Background: an optimization exercise with open tools, aiming at small area. Do not read the settings as production practice.
Only simulation tests tie the RTL to the original design; equivalence was not proved.
Power figures rest on the tool's default switching activity, not on a simulated workload.

File: flow/design.v
package mips_pkg;
  typedef logic [31:0] word_t;      
  typedef logic [4:0]  reg_addr_t;
  localparam logic [5:0] op_rtype = 6'b000000;
  localparam logic [5:0] op_lw    = 6'b100011;
  localparam logic [5:0] op_sw    = 6'b101011;
  localparam logic [5:0] op_beq   = 6'b000100;
  localparam logic [5:0] op_bne   = 6'b000101;
  localparam logic [5:0] op_addi  = 6'b001000;
  localparam logic [5:0] op_addiu = 6'b001001;
  localparam logic [5:0] fn_add  = 6'b100000;
  localparam logic [5:0] fn_addu = 6'b100001;
  localparam logic [5:0] fn_sub  = 6'b100010;
  localparam logic [5:0] fn_subu = 6'b100011;
  localparam logic [5:0] fn_and  = 6'b100100;
  localparam logic [5:0] fn_or   = 6'b100101;
  localparam logic [5:0] fn_slt  = 6'b101010;
  localparam word_t word_bytes = 32'd4;
  localparam int    reg_count  = 32;
  localparam word_t reset_pc   = 32'h0000_0000;
  typedef enum logic [2:0] {
    alu_and = 3'b000,
    alu_or  = 3'b001,
    alu_add = 3'b010,
    alu_sub = 3'b110,
    alu_slt = 3'b111
  } alu_op_t;
  typedef enum logic [1:0] {
    fwd_none = 2'b00,
    fwd_mem  = 2'b01,    
    fwd_wb   = 2'b10     
  } fwd_sel_t;
endpackage
`timescale 1ns/1ps
module hazard_unit
(
  input  logic [4:0] id_rs,
  input  logic [4:0] id_rt,
  input  logic [4:0] ex_rt,
  input  logic      ex_memtoreg,
  input  logic      ex_pcsrc,
  output logic      stall,
  output logic      flush
);
  assign stall = ex_memtoreg && (ex_rt == id_rs || ex_rt == id_rt);
  assign flush = ex_pcsrc;
endmodule
`timescale 1ns/1ps
module forward_unit
(
  input  logic [4:0] ex_rs,
  input  logic [4:0] ex_rt,
  input  logic [4:0] mem_dst,
  input  logic [4:0] wb_dst,
  input  logic      mem_regwrite,
  input  logic      wb_regwrite,
  output logic [1:0]  fwd_a,
  output logic [1:0]  fwd_b
);
  function automatic logic [1:0] pick_src(input logic [4:0] src,
                                        input logic [4:0] m_dst, input logic m_we,
                                        input logic [4:0] w_dst, input logic w_we);
    if (m_we && m_dst != '0 && m_dst == src)
      pick_src = mips_pkg::fwd_mem; 
    else if (w_we && w_dst != '0 && w_dst == src)
      pick_src = mips_pkg::fwd_wb;
    else
      pick_src = mips_pkg::fwd_none;
  endfunction
  assign fwd_a = pick_src(ex_rs, mem_dst, mem_regwrite, wb_dst, wb_regwrite);
  assign fwd_b = pick_src(ex_rt, mem_dst, mem_regwrite, wb_dst, wb_regwrite);
endmodule
`timescale 1ns/1ps
module instr_fetch
(
  input  logic  clk,
  input  logic  rst_n,
  input  logic  en,
  input  logic  pcsrc,
  input  logic [31:0] pcbranch,
  output logic [31:0] pc,
  output logic [31:0] pcplus4
);
  logic [31:0] pc_next;
  assign pcplus4 = pc + mips_pkg::word_bytes;
  assign pc_next = pcsrc ? pcbranch : pcplus4;
  always_ff @(posedge clk)
  begin
    if (!rst_n)
      pc <= mips_pkg::reset_pc;
    else if (en || pcsrc)    
      pc <= pc_next;
  end
endmodule
`timescale 1ns/1ps
module reg_file
(
  input  logic      clk,
  input  logic      we,
  input  logic [4:0] ra1,
  input  logic [4:0] ra2,
  input  logic [4:0] wa,
  input  logic [31:0]     wd,
  output logic [31:0]     rd1,
  output logic [31:0]     rd2
);
  logic [31:0] regs [mips_pkg::reg_count];
  always_ff @(posedge clk)
  begin
    if (we && wa != '0)
      regs[wa] <= wd;
  end
  assign rd1 = (ra1 == '0) ? '0 : (we && ra1 == wa) ? wd : regs[ra1];
  assign rd2 = (ra2 == '0) ? '0 : (we && ra2 == wa) ? wd : regs[ra2];
endmodule
`timescale 1ns/1ps
module instr_decode
(
  input  logic      clk,
  input  logic [31:0]     instr,
  input  logic      wb_regwrite,
  input  logic [4:0] wb_dst,
  input  logic [31:0]     wb_writedata,
  output logic      regwrite,
  output logic      memtoreg,
  output logic      memwrite,
  output logic      branch,
  output logic      branch_ne,
  output logic      alusrc,
  output logic      regdst,
  output logic [2:0]   alu_op,
  output logic [4:0] rs,
  output logic [4:0] rt,
  output logic [4:0] rd,
  output logic [31:0]     rd1,
  output logic [31:0]     rd2,
  output logic [31:0]     imm
);
  logic [5:0] opcode;
  logic [5:0] funct;
  assign opcode = instr[31:26];
  assign funct  = instr[5:0];
  assign rs     = instr[25:21];
  assign rt     = instr[20:16];
  assign rd     = instr[15:11];
  assign imm    = {{16{instr[15]}}, instr[15:0]};
  always_comb
  begin
    regwrite  = 1'b0;    
    memtoreg  = 1'b0;
    memwrite  = 1'b0;
    branch    = 1'b0;
    branch_ne = 1'b0;
    alusrc    = 1'b0;
    regdst    = 1'b0;
    alu_op    = mips_pkg::alu_and;
    case (opcode)
      mips_pkg::op_rtype:
      begin
        regdst   = 1'b1;
        regwrite = 1'b1;
        case (funct)
          mips_pkg::fn_add, mips_pkg::fn_addu: alu_op = mips_pkg::alu_add;
          mips_pkg::fn_sub, mips_pkg::fn_subu: alu_op = mips_pkg::alu_sub;
          mips_pkg::fn_and:          alu_op = mips_pkg::alu_and;
          mips_pkg::fn_or:           alu_op = mips_pkg::alu_or;
          mips_pkg::fn_slt:          alu_op = mips_pkg::alu_slt;
          default:
          begin
            regdst   = 1'b0;    
            regwrite = 1'b0;
          end
        endcase
      end
      mips_pkg::op_lw:
      begin
        regwrite = 1'b1;
        memtoreg = 1'b1;
        alusrc   = 1'b1;
        alu_op   = mips_pkg::alu_add;
      end
      mips_pkg::op_sw:
      begin
        memwrite = 1'b1;
        alusrc   = 1'b1;
        alu_op   = mips_pkg::alu_add;
      end
      mips_pkg::op_beq, mips_pkg::op_bne:
      begin
        branch    = 1'b1;
        branch_ne = (opcode == mips_pkg::op_bne);
        alu_op    = mips_pkg::alu_sub;    
      end
      mips_pkg::op_addi, mips_pkg::op_addiu:
      begin
        regwrite = 1'b1;
        alusrc   = 1'b1;
        alu_op   = mips_pkg::alu_add;
      end
      default: ;
    endcase
  end
  reg_file u_reg_file (
    .clk (clk),
    .we  (wb_regwrite),
    .ra1 (rs),
    .ra2 (rt),
    .wa  (wb_dst),
    .wd  (wb_writedata),
    .rd1 (rd1),
    .rd2 (rd2)
  );
endmodule
`timescale 1ns/1ps
module execute
(
  input  logic      alusrc,
  input  logic      regdst,
  input  logic      branch,
  input  logic      branch_ne,
  input  logic [2:0]   alu_op,
  input  logic [4:0] rt,
  input  logic [4:0] rd,
  input  logic [31:0]     rd1,
  input  logic [31:0]     rd2,
  input  logic [31:0]     imm,
  input  logic [31:0]     pcplus4,
  input  logic [31:0]     mem_aluout,
  input  logic [31:0]     wb_writedata,
  input  logic [1:0]  fwd_a,
  input  logic [1:0]  fwd_b,
  output logic [31:0]     aluout,
  output logic [31:0]     storedata,
  output logic [31:0]     pcbranch,
  output logic [4:0] dst,
  output logic      pcsrc
);
  logic [31:0] src_a;
  logic [31:0] src_b;
  logic  zero;
  always_comb
  begin
    case (fwd_a)
      mips_pkg::fwd_mem: src_a = mem_aluout;
      mips_pkg::fwd_wb:  src_a = wb_writedata;
      default: src_a = rd1;
    endcase
  end
  always_comb
  begin
    case (fwd_b)
      mips_pkg::fwd_mem: storedata = mem_aluout;
      mips_pkg::fwd_wb:  storedata = wb_writedata;
      default: storedata = rd2;
    endcase
  end
  assign src_b = alusrc ? imm : storedata;
  always_comb
  begin
    case (alu_op)
      mips_pkg::alu_and: aluout = src_a & src_b;
      mips_pkg::alu_or:  aluout = src_a | src_b;
      mips_pkg::alu_add: aluout = src_a + src_b;
      mips_pkg::alu_sub: aluout = src_a - src_b;
      mips_pkg::alu_slt: aluout = {31'b0, $signed(src_a) < $signed(src_b)};
      default: aluout = '0;
    endcase
  end
  assign zero = (aluout == '0);
  assign pcbranch = pcplus4 + {imm[29:0], 2'b00};
  assign pcsrc    = branch & (branch_ne ? ~zero : zero);
  assign dst      = regdst ? rd : rt;
endmodule
`timescale 1ns/1ps
module mips_pipe
(
  input  logic  clk,
  input  logic  rst_n,
  output logic [31:0] pc,
  input  logic [31:0] instr,
  output logic  memwrite,
  output logic [31:0] memaddr,
  output logic [31:0] memwritedata,
  input  logic [31:0] memreaddata
);
  logic      stall, flush;
  logic [1:0]  fwd_a, fwd_b;
  logic [31:0]     if_pcplus4;
  logic [31:0]     id_instr, id_pcplus4, id_rd1, id_rd2, id_imm;
  logic      id_regwrite, id_memtoreg, id_memwrite, id_branch, id_branch_ne;
  logic      id_alusrc, id_regdst;
  logic [2:0]   id_alu_op;
  logic [4:0] id_rs, id_rt, id_rd;
  logic      ex_regwrite, ex_memtoreg, ex_memwrite, ex_branch, ex_branch_ne;
  logic      ex_alusrc, ex_regdst, ex_pcsrc;
  logic [2:0]   ex_alu_op;
  logic [4:0] ex_rs, ex_rt, ex_rd, ex_dst;
  logic [31:0]     ex_rd1, ex_rd2, ex_imm, ex_pcplus4;
  logic [31:0]     ex_aluout, ex_storedata, ex_pcbranch;
  logic      mem_regwrite, mem_memtoreg;
  logic [4:0] mem_dst;
  logic [31:0]     mem_aluout, mem_storedata;
  logic      wb_regwrite, wb_memtoreg;
  logic [4:0] wb_dst;
  logic [31:0]     wb_readdata, wb_aluout, wb_writedata;
  hazard_unit u_hazard_unit (
    .id_rs       (id_rs),
    .id_rt       (id_rt),
    .ex_rt       (ex_rt),
    .ex_memtoreg (ex_memtoreg),
    .ex_pcsrc    (ex_pcsrc),
    .stall       (stall),
    .flush       (flush)
  );
  forward_unit u_forward_unit (
    .ex_rs        (ex_rs),
    .ex_rt        (ex_rt),
    .mem_dst      (mem_dst),
    .wb_dst       (wb_dst),
    .mem_regwrite (mem_regwrite),
    .wb_regwrite  (wb_regwrite),
    .fwd_a        (fwd_a),
    .fwd_b        (fwd_b)
  );
  instr_fetch u_instr_fetch (
    .clk      (clk),
    .rst_n    (rst_n),
    .en       (~stall),
    .pcsrc    (ex_pcsrc),
    .pcbranch (ex_pcbranch),
    .pc       (pc),
    .pcplus4  (if_pcplus4)
  );
  always_ff @(posedge clk)
  begin
    if (!rst_n || flush)
      id_instr <= '0;             
    else if (!stall)
      id_instr <= instr;
  end
  always_ff @(posedge clk)
  begin
    if (!stall)
      id_pcplus4 <= if_pcplus4;
  end
  instr_decode u_instr_decode (
    .clk          (clk),
    .instr        (id_instr),
    .wb_regwrite  (wb_regwrite),
    .wb_dst       (wb_dst),
    .wb_writedata (wb_writedata),
    .regwrite     (id_regwrite),
    .memtoreg     (id_memtoreg),
    .memwrite     (id_memwrite),
    .branch       (id_branch),
    .branch_ne    (id_branch_ne),
    .alusrc       (id_alusrc),
    .regdst       (id_regdst),
    .alu_op       (id_alu_op),
    .rs           (id_rs),
    .rt           (id_rt),
    .rd           (id_rd),
    .rd1          (id_rd1),
    .rd2          (id_rd2),
    .imm          (id_imm)
  );
  always_ff @(posedge clk)
  begin
    if (!rst_n || flush || stall)
    begin
      ex_regwrite  <= 1'b0;       
      ex_memtoreg  <= 1'b0;
      ex_memwrite  <= 1'b0;
      ex_branch    <= 1'b0;
      ex_branch_ne <= 1'b0;
    end
    else
    begin
      ex_regwrite  <= id_regwrite;
      ex_memtoreg  <= id_memtoreg;
      ex_memwrite  <= id_memwrite;
      ex_branch    <= id_branch;
      ex_branch_ne <= id_branch_ne;
    end
  end
  always_ff @(posedge clk)
  begin
    ex_alusrc  <= id_alusrc;
    ex_regdst  <= id_regdst;
    ex_alu_op  <= id_alu_op;
    ex_rs      <= id_rs;
    ex_rt      <= id_rt;
    ex_rd      <= id_rd;
    ex_rd1     <= id_rd1;
    ex_rd2     <= id_rd2;
    ex_imm     <= id_imm;
    ex_pcplus4 <= id_pcplus4;
  end
  execute u_execute (
    .alusrc       (ex_alusrc),
    .regdst       (ex_regdst),
    .branch       (ex_branch),
    .branch_ne    (ex_branch_ne),
    .alu_op       (ex_alu_op),
    .rt           (ex_rt),
    .rd           (ex_rd),
    .rd1          (ex_rd1),
    .rd2          (ex_rd2),
    .imm          (ex_imm),
    .pcplus4      (ex_pcplus4),
    .mem_aluout   (mem_aluout),
    .wb_writedata (wb_writedata),
    .fwd_a        (fwd_a),
    .fwd_b        (fwd_b),
    .aluout       (ex_aluout),
    .storedata    (ex_storedata),
    .pcbranch     (ex_pcbranch),
    .dst          (ex_dst),
    .pcsrc        (ex_pcsrc)
  );
  always_ff @(posedge clk)
  begin
    if (!rst_n)
    begin
      mem_regwrite <= 1'b0;
      mem_memtoreg <= 1'b0;
      memwrite     <= 1'b0;
    end
    else
    begin
      mem_regwrite <= ex_regwrite;
      mem_memtoreg <= ex_memtoreg;
      memwrite     <= ex_memwrite;
    end
  end
  always_ff @(posedge clk)
  begin
    mem_aluout    <= ex_aluout;
    mem_storedata <= ex_storedata;
    mem_dst       <= ex_dst;
  end
  assign memaddr      = mem_aluout;
  assign memwritedata = mem_storedata;
  always_ff @(posedge clk)
  begin
    if (!rst_n)
    begin
      wb_regwrite <= 1'b0;
      wb_memtoreg <= 1'b0;
    end
    else
    begin
      wb_regwrite <= mem_regwrite;
      wb_memtoreg <= mem_memtoreg;
    end
  end
  always_ff @(posedge clk)
  begin
    wb_readdata <= memreaddata;
    wb_aluout   <= mem_aluout;
    wb_dst      <= mem_dst;
  end
  assign wb_writedata = wb_memtoreg ? wb_readdata : wb_aluout;
endmodule
File: flow/run.sh
#!/bin/bash
# synth_recipe.tcl (not shown) runs the flow's synth.tcl, then flattens the netlist and writes it again
# the make line also repeats each setting of config.mk as NAME=value (left out here)
make -C /OpenROAD-flow-scripts/flow DESIGN_CONFIG=/design/flow/config.mk WORK_HOME=/design/flow/orfs CLKGATE_MAP_FILE= SYNTH_SCRIPT=/design/flow/synth_recipe.tcl finish
File: flow/config.mk
export PLATFORM = sky130hd
export DESIGN_NAME = mips_pipe
export DESIGN_NICKNAME = mips_pipe
export VERILOG_FILES = /design/flow/design.v
export SDC_FILE = /design/flow/constraint.sdc
export NUM_CORES = 4
export LEC_CHECK = 0
export CAP_MARGIN = 20
export CORE_MARGIN = 2
export CORE_UTILIZATION = 40
export SLEW_MARGIN = 20
File: flow/constraint.sdc
create_clock -name core_clock -period 10.0 [get_ports {clk}]
set_input_delay 2.0000 -clock core_clock [delete_from_list [all_inputs] [get_ports {clk}]]
set_output_delay 2.0000 -clock core_clock [all_outputs]
set_load 0.01 [all_outputs]
==> metrics.md <==
| Metric | Value |
|---|---|
| Hold slack | 0.327 ns |
| Maximum clock frequency | 0.131 GHz |
| Largest net degree at the start of global routing | 101 |
| TritonCTS clock tree | yes |
| RSZ-0062 raised after global routing | no |
| Number of gates resized after cts | 0 |
| Asr flop ratio synth | 0% |
| Max reg flops | 1024 |
| GP Congestion | 0.941 |
| Number of DRC markers in iteration 0 | 5143 |
| Initial antenna violation count | 5 |
| Biggest register | u_instr_decode.u_reg_file.regs |
| Yosys top cell by area | edfxtp_1 |
| Clock power frac | 36.8% |
| Comb pwr share | 16.8% |
| Worst Path Arrival | 8.32 ns |
| CP Max Fanout | 50 |
| Worst Tran Pin Value | 1.20 ns |
| Post-synth top area share | 47.1% |
| Post-Route WL | 213 mm |
| Final slew viol count | 0 |
| First-pass GRT wire length | 305 mm |
| GR Layer Usage met2 | 39.1% |
| Die area | 171000 µm² |
| GR peak layer | met2 |
| Seq/Total Area, Yosys | 57.2% |
| Leakage power | 0.0257 µW |
| Maxcap violations | 0 |
| Clk sinks | 1395 |
| Avg WL per Cell | 30.5 µm |
| Critical path class | flop to flop |
| CP Cell Sequence | or3_1 -> o31ai_1 -> nor4_2 -> buf_4 -> o21ai_0 -> o21ai_0 -> mux2_2 -> ha_1 -> inv_1 -> fa_1 -> nand2b_1 -> a221o_1 -> a211oi_2 -> a21oi_1 -> o311ai_1 -> o31ai_1 -> xnor2_1 -> o22ai_1 -> nor4_1 -> nand4b_1 -> mux2i_4 -> buf_4 -> nor4b_1 |
| Syn Area/Cell | 14.8 µm² |
| Share of cells above drive strength 1 | 20.7% |
| Most used flip-flop cell after synthesis | edfxtp_1 |
| CTS root buf | clkbuf_16 |
| # DRC | 0 |
| CP Buf/Inv Count | 3 |
| GRT Total Usage | 24.4% |
| Cts hold-fix bufs | 0 |
| # setup viols final | 0 |
| Worst slew margin | 19.8% |
| Switching pwr | 4170 µW |
| Clock Path Buffers | 3 |
| Setup TNS | 0 ns |
| Critical path capture point type | flop |
| Crit path max-delay family | compound AO/OA/AOI/OAI gates |
| Met3 usage | 4.96% |
| Slowest stage cell on the critical path | o311ai_1 |
| Worst-Skew Late Latency | 0.80 ns |
| Hold Path Class | flop to flop |
| Grt ovf | 0 |
| Status | no timing/DRC/antenna violations |
| Core Rows | 150 |
| TritonRoute pass-1 iters | 8 |
| Yosys cell types | 82 |
| Die Y | 414 µm |
| Area growth from synthesis to layout | 13.7% |
| Post-CTS setup buffers | 0 |
| Total number of vias | 42775 |
| Internal power | 10600 µW |
| Design area | 76500 µm² |
| Yosys reg bits | 1395 |
| Synth top area cells | edfxtp_1 47%, mux4_2 17%, dfxtp_1 10%, mux2i_1 4.5%, ha_1 2.3% |
| Worst Path Required | 10.69 ns |
| Clock Skew | 0.0342 ns |
| Vias in the first global route | 42216 |
| Die width | 414 µm |
| I/O pin count | 163 |
| Final Hold Viols | 0 |
| Worst setup SP type | flop |
| Initial Util | 40.3% |
| Placeable Area | 167000 µm² |
| Seq pwr share | 46.4% |
| Clock transition at path regs | 0.06 ns |
| Commonest cells in the netlist | 1056 x edfxtp_1, 512 x mux4_2, 339 x dfxtp_1 |
| Post-DP Area | 71700 µm² |
| EDFF count, synth | 1056 |
| Layout net count | 4874 |
| Sw Share | 28.2% |
| Post-route minimum period | 7.63 ns |
| Post-DP HPWL | 130 mm |
| Synth Cell Area | 67300 µm² |
| DRT antenna net count | 0 |
| Final Cycle Share | 76.3% |
| Top-count cell post-synth | edfxtp_1 |
| Yosys warns | 6 |
| Post-DR vias/cell | 6.11 |
| Number of I/O port buffers | 162 |
| Total CTS buffers | 152 |
| Fillers | 14544 |
| Met1 Resource Use GR | 33.2% |
| CP max stage delay | 0.68 ns |
| Cells after Synth | 4551 |
| Power Dens Cells | 193 nW/µm² |
| VDD IR max | 0.175 mV |
| Max H-tree Level | 4 |
[kinds of logic after synthesis]
kind of cell    count (synthesis)  share of synthesized area [%]
other cells                     1                        0.00557
compound gates                715                           7.15
flops                        1395                           57.2
buf+inv                       470                           2.72
fa+ha+maj                     129                           2.43
simple gates                  801                           5.56
mux                           899                           23.1
xor+xnor                      141                           1.84
[power groups by stage]
stage / combinational, µW / sequential (µW) / clock (µW)
floorplan: 1510 / 6890 / 0
global placement: 2410 / 7000 / 0
detailed placement: 2420 / 6990 / 0
CTS: 2430 / 6870 / 5520
global route: 2640 / 6880 / 5740
finish: 2480 / 6870 / 5440
[placed cells by master, fill, tap and decap left out, types with 30 or more instances in the layout]
master	Yosys	final
edfxtp_1	1056	1056
mux4_2	512	512
dfxtp_1	339	327
mux2i_1	300	299
nand2_1	273	271
nor2_1	200	169
clkdlybuf4s50_1	0	161
clkbuf_16	0	155
o21ai_0	150	149
inv_1	143	135
ha_1	126	126
a21oi_1	115	115
buf_4	7	96
a211oi_1	96	93
xnor2_1	90	90
mux2_2	85	85
o22ai_1	64	64
nand3_1	63	62
nor3_1	64	62
xor2_1	51	51
nand2b_1	41	41
o21a_1	40	40
clkbuf_1	218	39
a221oi_1	33	33
conb_1	1	32
nor2_4	0	31
o211ai_1	30	30
[cell type report]
cell class	count	area, µm²	area share [%]
clock inverters	73	669	0.875
flip-flops and latches	1395	38500	50.4
inverters	148	556	0.726
clock buffers	198	4080	5.33
diodes	1	2.50	0.00327
repair buffers	265	2480	3.24
well taps	2204	2760	3.61
multi-input cells	2717	27400	35.8
[metrics by stage]
| stage | util, % | std cells | setup slack [ns] | total power (µW) |
|---|---|---|---|---|
| 2_1_floorplan | - | 4582 | 4.21 | 8410 |
| 3_3_place_gp | 42.9 | 6727 | 2.52 | 9400 |
| 3_5_place_dp | 42.9 | 6728 | 2.49 | 9410 |
| 4_1_cts | 45.8 | 6999 | 2.44 | 14800 |
| 5_1_grt | 45.8 | 7000 | 1.79 | 15300 |
| 6_report | 45.8 | 7001 | 2.37 | 14800 |
[path summary, 6_finish.rpt]
check                                start                       to  slack [ns]  cells past startpoint
setup / recovery         wb_dst[4]$_DFF_P_  ex_branch_ne$_SDFF_PP0_        2.37                     23
hold / removal    id_pcplus4[28]$_DFFE_PN_   ex_pcplus4[28]$_DFF_P_        0.33                      0
setup reg to reg         wb_dst[4]$_DFF_P_  ex_branch_ne$_SDFF_PP0_        2.37                     23
hold reg to reg   id_pcplus4[28]$_DFFE_PN_   ex_pcplus4[28]$_DFF_P_        0.33                      0
[layer usage]
metal | up-vias | part of all wire (%)
met5 | - | 0.025
met4 | 10 | 3.5
met3 | 403 | 8.6
met2 | 2026 | 47
met1 | 22133 | 41
li1 | 18203 | -

what the ideal ports hide:
In the flow no input, the clock included, has a driving cell. The finished layout below was timed again as built, in two steps. Step 1 (the two cells are an assumption about what drives the block):
set clk [get_ports {clk}]
set_driving_cell -lib_cell sky130_fd_sc_hd__clkbuf_16 $clk
set_driving_cell -lib_cell sky130_fd_sc_hd__buf_2 [delete_from_list [all_inputs] $clk]
Step 2 times the ports against the registers' clock, not the clock port: input delays grow and output delays shrink by t, the midpoint of the rising clock arrivals with the driver on. Three values: ideal, step 1, step 2; two values: the first two.
t (ns): 0.867
setup slack, ns: 2.371 / 2.371 / 2.371
latest minus earliest clock arrival (ns): 0.041 / 0.042
After both steps setup and hold are still met in this run. For this run, drivers alone change the setup slack by 0.000 ns; drivers and shift together by 0.000 ns.
